Source: an optimization exercise on an open RTL-to-GDS flow (aim: small area, a short achievable clock period and few clock cycles per item). Production flows keep margins and buffers that such runs may drop. The RTL was checked by simulation tests, not by an equivalence proof against the original design. Power figures rest on the tool's default switching activity, not on a simulated workload.

## flow/run.sh

```bash
#!/bin/bash
# synth_recipe.tcl (not shown) runs the flow's synth.tcl, then flattens the netlist and writes it again
# the make line also repeats each setting of config.mk as NAME=value (left out here)
make -C /OpenROAD-flow-scripts/flow DESIGN_CONFIG=/design/flow/config.mk WORK_HOME=/design/flow/orfs CLKGATE_MAP_FILE= SYNTH_SCRIPT=/design/flow/synth_recipe.tcl finish
```

## flow/config.mk

```make
export PLATFORM = sky130hd
export DESIGN_NAME = multichannel_running_median
export DESIGN_NICKNAME = multichannel_running_median
export VERILOG_FILES = /design/flow/design.v
export SDC_FILE = /design/flow/constraint.sdc
export NUM_CORES = 4
export LEC_CHECK = 0
export CAP_MARGIN = 20
export CORE_MARGIN = 2
export CORE_UTILIZATION = 40
export PLACE_DENSITY = 0.6
export SLEW_MARGIN = 20
```

## flow/constraint.sdc

```tcl
create_clock -name core_clock -period 5.3 [get_ports {i_clk}]
set_input_delay 1.0600 -clock core_clock [delete_from_list [all_inputs] [get_ports {i_clk}]]
set_output_delay 1.0600 -clock core_clock [all_outputs]
set_load 0.01 [all_outputs]
```

## flow/design.v

```verilog
`default_nettype none
package mrm_pkg;
    localparam int WINDOW      = 3;
    localparam int CHANNELS    = 8;
    localparam int SAMPLE_BITS = 32;
    localparam int CH_W     = 3;
    localparam int SAMPLE_W = 32;
    localparam int KEEP_BITS = (SAMPLE_BITS < SAMPLE_W) ? SAMPLE_BITS : SAMPLE_W;
    localparam int CH_IDX_W = (CHANNELS > 1) ? $clog2(CHANNELS) : 1;
    localparam int RANK_W   = $clog2(WINDOW + 1);
    localparam int MID         = WINDOW / 2;
    localparam bit ODD_WINDOW  = (WINDOW % 2) != 0;
    typedef logic [KEEP_BITS-1:0]             t_sample;
    typedef logic [WINDOW-1:0][KEEP_BITS-1:0] t_row;
    typedef logic [CH_IDX_W-1:0]              t_ch_idx;
    typedef logic [RANK_W-1:0]                t_rank;
endpackage
`default_nettype wire
`default_nettype none
module mrm_median (
    input  wire mrm_pkg::t_row                  i_row,
    output logic signed [mrm_pkg::SAMPLE_W-1:0] o_median
);
    localparam int W  = mrm_pkg::WINDOW;
    localparam int KB = mrm_pkg::KEEP_BITS;
    localparam int RW = mrm_pkg::RANK_W;
    logic [W*KB-1:0]                         flat;
    logic [W*RW-1:0]                         rank;
    logic signed [KB-1:0]                    mid_hi;
    assign flat = i_row;
    always_comb begin
        for (int i = 0; i < W; i++) begin
            logic [RW-1:0] r;
            r = '0;
            for (int j = 0; j < W; j++) begin
                if (j != i) begin
                    if (($signed(flat[j*KB +: KB]) < $signed(flat[i*KB +: KB])) ||
                        ((flat[j*KB +: KB] == flat[i*KB +: KB]) && (j < i))) begin
                        r = r + 1'b1;
                    end
                end
            end
            rank[i*RW +: RW] = r;
        end
    end
    always_comb begin
        mid_hi = '0;
        for (int i = 0; i < W; i++) begin
            if (rank[i*RW +: RW] == RW'(mrm_pkg::MID)) begin
                mid_hi = mid_hi | flat[i*KB +: KB];
            end
        end
    end
    generate
        if (mrm_pkg::ODD_WINDOW) begin : g_odd
            assign o_median = mrm_pkg::SAMPLE_W'(mid_hi);
        end else begin : g_even
            logic signed [KB-1:0] mid_lo;
            logic signed [KB:0]   pair_sum;
            always_comb begin
                mid_lo = '0;
                for (int i = 0; i < W; i++) begin
                    if (rank[i*RW +: RW] == RW'(mrm_pkg::MID - 1)) begin
                        mid_lo = mid_lo | flat[i*KB +: KB];
                    end
                end
                pair_sum = {mid_hi[KB-1], mid_hi} + {mid_lo[KB-1], mid_lo};
            end
            assign o_median = mrm_pkg::SAMPLE_W'($signed(pair_sum[KB:1]));
        end
    endgenerate
endmodule
`default_nettype wire
`default_nettype none
module multichannel_running_median (
    input  wire                                  i_clk,
    input  wire                                  i_rst_n,
    input  wire                                  i_in_valid,
    output logic                                 i_in_ready,
    input  wire  [mrm_pkg::CH_W-1:0]             i_in_channel,
    input  wire  [mrm_pkg::SAMPLE_W-1:0]         i_in_sample,
    output logic                                 o_out_valid,
    input  wire                                  o_out_ready,
    output logic [mrm_pkg::CH_W-1:0]             o_out_channel,
    output logic [mrm_pkg::SAMPLE_W-1:0]         o_out_median
);
    logic                             r_in_valid;
    logic [mrm_pkg::CH_W-1:0]         r_in_channel;
    logic [mrm_pkg::KEEP_BITS-1:0]    r_in_sample;
    logic                             r_out_valid;
    logic [mrm_pkg::CH_W-1:0]         r_out_channel;
    logic signed [mrm_pkg::SAMPLE_W-1:0] r_out_median;
    localparam int ROW_BITS  = mrm_pkg::WINDOW * mrm_pkg::KEEP_BITS;
    localparam int HIST_BITS = ROW_BITS - mrm_pkg::KEEP_BITS;
    logic [mrm_pkg::CHANNELS*HIST_BITS-1:0] r_history;
    logic                             move;
    logic                             accept;
    logic                             ch_used;
    mrm_pkg::t_ch_idx                 ch_idx;
    logic [HIST_BITS-1:0]             old_row;
    logic [ROW_BITS-1:0]              n_row;
    logic signed [mrm_pkg::SAMPLE_W-1:0] row_median;
    logic signed [mrm_pkg::SAMPLE_W-1:0] n_out_median;
    assign move        = r_in_valid && (!r_out_valid || o_out_ready);
    assign i_in_ready  = !r_in_valid || move;
    assign accept      = i_in_valid && i_in_ready;
    assign o_out_valid   = r_out_valid;
    assign o_out_channel = r_out_channel;
    assign o_out_median  = r_out_median;
    always_comb begin
        ch_used = {29'd0, r_in_channel} < mrm_pkg::CHANNELS;
        ch_idx  = r_in_channel[mrm_pkg::CH_IDX_W-1:0];
        old_row = ch_used ? r_history[ch_idx*HIST_BITS +: HIST_BITS] : '0;
        n_row   = {r_in_sample, old_row};
    end
    mrm_median u_median (
        .i_row    (n_row),
        .o_median (row_median)
    );
    assign n_out_median = ch_used ? row_median : '0;
    always_ff @(posedge i_clk) begin
        if (!i_rst_n) begin
            r_in_valid  <= 1'b0;
            r_out_valid <= 1'b0;
        end else begin
            r_in_valid  <= accept || (r_in_valid && !move);
            r_out_valid <= move || (r_out_valid && !o_out_ready);
        end
    end
    always_ff @(posedge i_clk) begin
        if (accept) begin
            r_in_channel <= i_in_channel;
            r_in_sample  <= i_in_sample[mrm_pkg::KEEP_BITS-1:0];
        end
        if (move) begin
            r_out_channel <= r_in_channel;
            r_out_median  <= n_out_median;
        end
    end
    always_ff @(posedge i_clk) begin
        if (!i_rst_n) begin
            r_history <= '0;
        end else if (move && ch_used) begin
            r_history[ch_idx*HIST_BITS +: HIST_BITS] <= n_row[ROW_BITS-1:mrm_pkg::KEEP_BITS];
        end
    end
endmodule
`default_nettype wire
```

==> key figures <==
Outcome
  – Status: timing/DRC/antenna clean

Placed design
  – Placed Cells: around 3500
  – Buffers on Ports: 75
  – Gp weighted congestion: approximately 0.94
  – Dpl hpwl: roughly 53000 microns
  – Pre-CTS setup slack: 377 ps

Yosys
  – Async SR Flop Fraction: 0%
  – YS warnings: 2
  – Sequential area share after synthesis: 44.4%
  – Post-synthesis cell area: roughly 28000 sq um
  – Syn_area_per_cell: a little over 10 sq um
  – Syn_nets: 2845
  – EDFF count, synth: 70
  – FF+latch count, synth: around 580
  – Post-Syn Instances: around 2700
  – Synth unique cells: 53
  – Main flop type after synthesis: dfxtp_1

Job
  – Max Cap Viol: 0

STA
  – Min cycle time layout: about 5000 ps
  – Clk_skew: approximately 23 ps
  – Fmax: between 0.15 and 0.2 GHz
  – Setup TNS: 0 ps
  – Least-Margin Pin Slew: roughly 1200 ps
  – Period utilization: a little over nine tenths
  – Final Slew Violations: 0
  – Unrepaired setup endpoints after global routing: no
  – # setup viols final: 0
  – Fin worst setup slack: 277 ps
  – Rel. slew slack: between 20% and 30%
  – Final hold violation count: 0

Power and ir drop
  – Comb pwr share: approximately 8%
  – Pwr Density: slightly above 300 nW/um^2
  – Clk network pwr share: between 40% and 50%
  – Sequential share of power: between 40% and 50%
  – Internal power: around 0.0075 W
  – Psw: approximately 0.0024 W
  – Net Sw Frac: between 20 and 25%
  – Power, Total: roughly 0.01 W
  – P_leak: roughly 11 nW
  – Peak VDD IR: roughly 0.00025 V

Route
  – DR WL/cell: between 20 and 25 microns
  – WL final: around 90000 microns
  – DRC Markers: 0
  – Vias: ~22000
  – Antenna Nets Post-Route: 0
  – Initial DRC Count: ~2100
  – Routed vias/inst: 6.04
  – TritonRoute pass-1 iters: 6

Layout
  – Inserted Diodes: 0
  – Area growth from synthesis to layout: 13.6%
  – Final core occ: a little under half
  – Layout Cells excl Fill: between 3000 and 4000
  – Share of cells above drive strength 1: between 10% and 20%
  – Nets: 2775

Floorplanning
  – Row cnt: 96
  – Core Area: a little under 70000 sq um
  – Ports: 76
  – DIE WIDTH: ~270 microns
  – Initial Util: between 40% and 50%
  – DIE AREA: between 70000 and 80000 sq um
  – Die height: 268 microns

Critical path
  – Cell Chain, Critical Path: buf_12, mux4_2, nand2_1, nand2_1, ha_1, nand4_1, nor4_1, a21boi_2, o41ai_2, o311ai_1, mux2_4, xor2_2, buf_4, a221o_1
  – Worst setup path category: register to register
  – Crit-path max cell delay: 550 ps
  – Crit-path leading delay family: multiplexers
  – Slowest CP cell: mux4_2
  – Worst Path Arrival: around 5400 ps
  – Crit path capture type: register
  – WP buf/inv: 2
  – Critical Path RT: 5670 ps
  – CP Launch Type: register
  – Max FO, Critical Path: 44
  – Crit path top cell by count: nand2_1

GRT
  – Layer with the highest usage: met2
  – Initial antenna violation count: 0
  – First-pass GRT wire length: about 130000 microns
  – Grt met1 use: between 30 and 40%
  – Grt ovf: 0
  – Pin count of the biggest net entering global routing: around 180
  – Total Routing Usage GR: 24.1%
  – GR met2 Demand/Resource: between 30% and 40%
  – Met3 global-route usage: roughly 4.5%
  – Vias in the first global route: roughly 22000

CTS
  – CTS sink count: approximately 580
  – Num CTS Buffers: between 60 and 70
  – Worst-Skew Late Latency: 630 ps
  – H-tree lvl count: 2
  – Post-CTS sizing: 0
  – Root Buffer: clkbuf_16
  – # hold bufs at CTS: 0
  – Post-CTS Setup Inserts: 0
  – CTS clk-pin slew, worst paths: about 60 ps
  – Clock Path Buffers: 3
  – Clock tree from TritonCTS: built

Worst hold path
  – Worst hold path type: register to register
## per-layer routing
layer,wire (microns),up-vias,part of all wire (%)
li1,-,9779,-
met1,36900,11000,42
met2,41100,899,47
met3,6400,203,7.3
met4,3060,0,3.5
met5,0,-,0
## flip-flops by register name, indices dropped and copies added, names as in the netlist
signal,cells
r_out_valid,1
r_in_sample,32
r_out_channel,3
r_history,512
r_in_valid,1
r_in_channel,3
r_out_median,32
## placed cells by master, fill, tap and decap left out, types with 4 or more instances in the layout
master           count
mux4_2             128
dfxtp_1            514
a21oi_1             36
o21ai_0              9
a22oi_1            382
nand3_1              9
nor3_2               5
nor2b_1            517
inv_1               69
bufinv_16            4
clkbuf_1            15
nor4_1               5
mux2i_1             33
nor2_4               4
clkbuf_16           65
nor2_1              11
ha_1               100
nor3_4               4
nand4_1             24
a21boi_0             4
a21o_1              10
buf_12              12
a32oi_1            129
clkdlybuf4s50_1     74
a221o_1             32
buf_4               70
clkinv_2            12
edfxtp_1            70
clkbuf_8            15
nand2_1            273
o21a_1               4
## cell type report
| class | instances | area [sq um] |
|---|---|---|
| repair buffers | 159 | 1560 |
| fillers | 6180 | 37100 |
| flip-flops and latches | 584 | 12400 |
| well taps | 931 | 1160 |
| clock inverters | 20 | 208 |
| clock buffers | 95 | 1890 |
| multi-input cells | 1759 | 14200 |
| inverters | 71 | 267 |
## final timing paths
| check | to | slack, ps | startpoint | cells after the start |
|---|---|---|---|---|
| worst max-delay path | r_out_median[1]$_DFFE_PP_ | 280 | r_in_channel[0]$_DFFE_PP_ | 14 |
| worst min-delay path | r_history[67]$_SDFFE_PN0P_ | 500 | r_history[67]$_SDFFE_PN0P_ | 2 |
| worst min register to register | r_history[67]$_SDFFE_PN0P_ | 500 | r_history[67]$_SDFFE_PN0P_ | 2 |
| worst max register to register | r_out_median[1]$_DFFE_PP_ | 280 | r_in_channel[0]$_DFFE_PP_ | 14 |
## worst register-to-register path, stage by stage (launching register included)
cell,delay (ps)
edfxtp_1,520
buf_12,340
mux4_2,620
nand2_1,80
nand2_1,300
ha_1,460
nand4_1,160
nor4_1,480
a21boi_2,260
o41ai_2,110
o311ai_1,120
mux2_4,480
xor2_2,230
buf_4,240
a221o_1,380
## cell families (layout without fill, tap and decap cells)
group	after synthesis	in the layout	synth area share, %
fa+ha+maj	100	100	4.48
simple gates	865	865	16.7
compound gates	629	629	17.5
flops	584	584	44.4
buf+inv	363	345	5.21
xor+xnor	2	2	0.0896
mux	163	163	11.6
## power groups by stage
stage	Clock [W]	Combinational (W)	Sequential, W
after floorplan	0	0.000522	0.00465
after global placement	0	0.000763	0.00470
after detailed placement	0	0.000778	0.00471
after CTS	0.00453	0.000780	0.00461
after global routing	0.00469	0.000834	0.00461
final	0.00444	0.000789	0.00461
## cell usage after synthesis (4+ instances only)
library cell    n  area [sq um]
a21o_1         10          75.1
o21ai_0         9          45.0
dfxtp_1       514         10300
a221o_1        32           320
a32oi_1       129          1130
nor2_1         15          56.3
mux2i_1        33           330
edfxtp_1       70          2100
a22oi_1       382          2870
buf_6           4          45.0
inv_1          70           263
nand4_1        24           150
nand3_1        12          60.1
buf_1           5          18.8
o21a_1          4          30.0
a21oi_1        36           180
buf_2          41           205
mux4_2        128          2880
nor4_1          5          31.3
clkbuf_1      239           897
a21boi_0        4          30.0
nor2b_1       518          3240
nand2_1       276          1040
ha_1          100          1250
nor3_2          4          40.0
nor3_1          6          30.0
## metrics by stage
step | instance area, sq um | hold WS (ps)
floorplan | 27900 | 421
global placement | 29600 | 476
detailed placement | 29600 | 489
CTS | 31700 | 501
global route | 31700 | 530
finish | 31700 | 497
Testbench counts, summed over its fixed seeds: cycles 24,016, items 24,000.

## static timing again, ports no longer ideal
How much do the figures lean on ideal ports? The routed layout below was timed once more, with nothing changed but the port constraints.
Step 1 (the two cells are an assumption about what drives the block):
set clk [get_ports {i_clk}]
set_driving_cell -lib_cell sky130_fd_sc_hd__clkbuf_16 $clk
set_driving_cell -lib_cell sky130_fd_sc_hd__buf_2 [delete_from_list [all_inputs] $clk]
Step 2, shift: input delay + t, output delay - t, t = (earliest + latest rising clock arrival at the registers) / 2. This alone moves slack from input paths to output paths.
Slacks: ideal ports / drivers / drivers and shift; pairs: ideal ports / drivers.
shift t [ns]: 0.688
setup WS [ns]: 0.277 / 0.277 / 0.277
slew at the worst register clock pin (ns): 0.06 / 0.06
worst data-port slew with drivers (ns): 0.05
After both steps this run still meets setup and hold. The setup slack of this run moves by 0.000 ns with the drivers and by 0.000 ns with both steps.
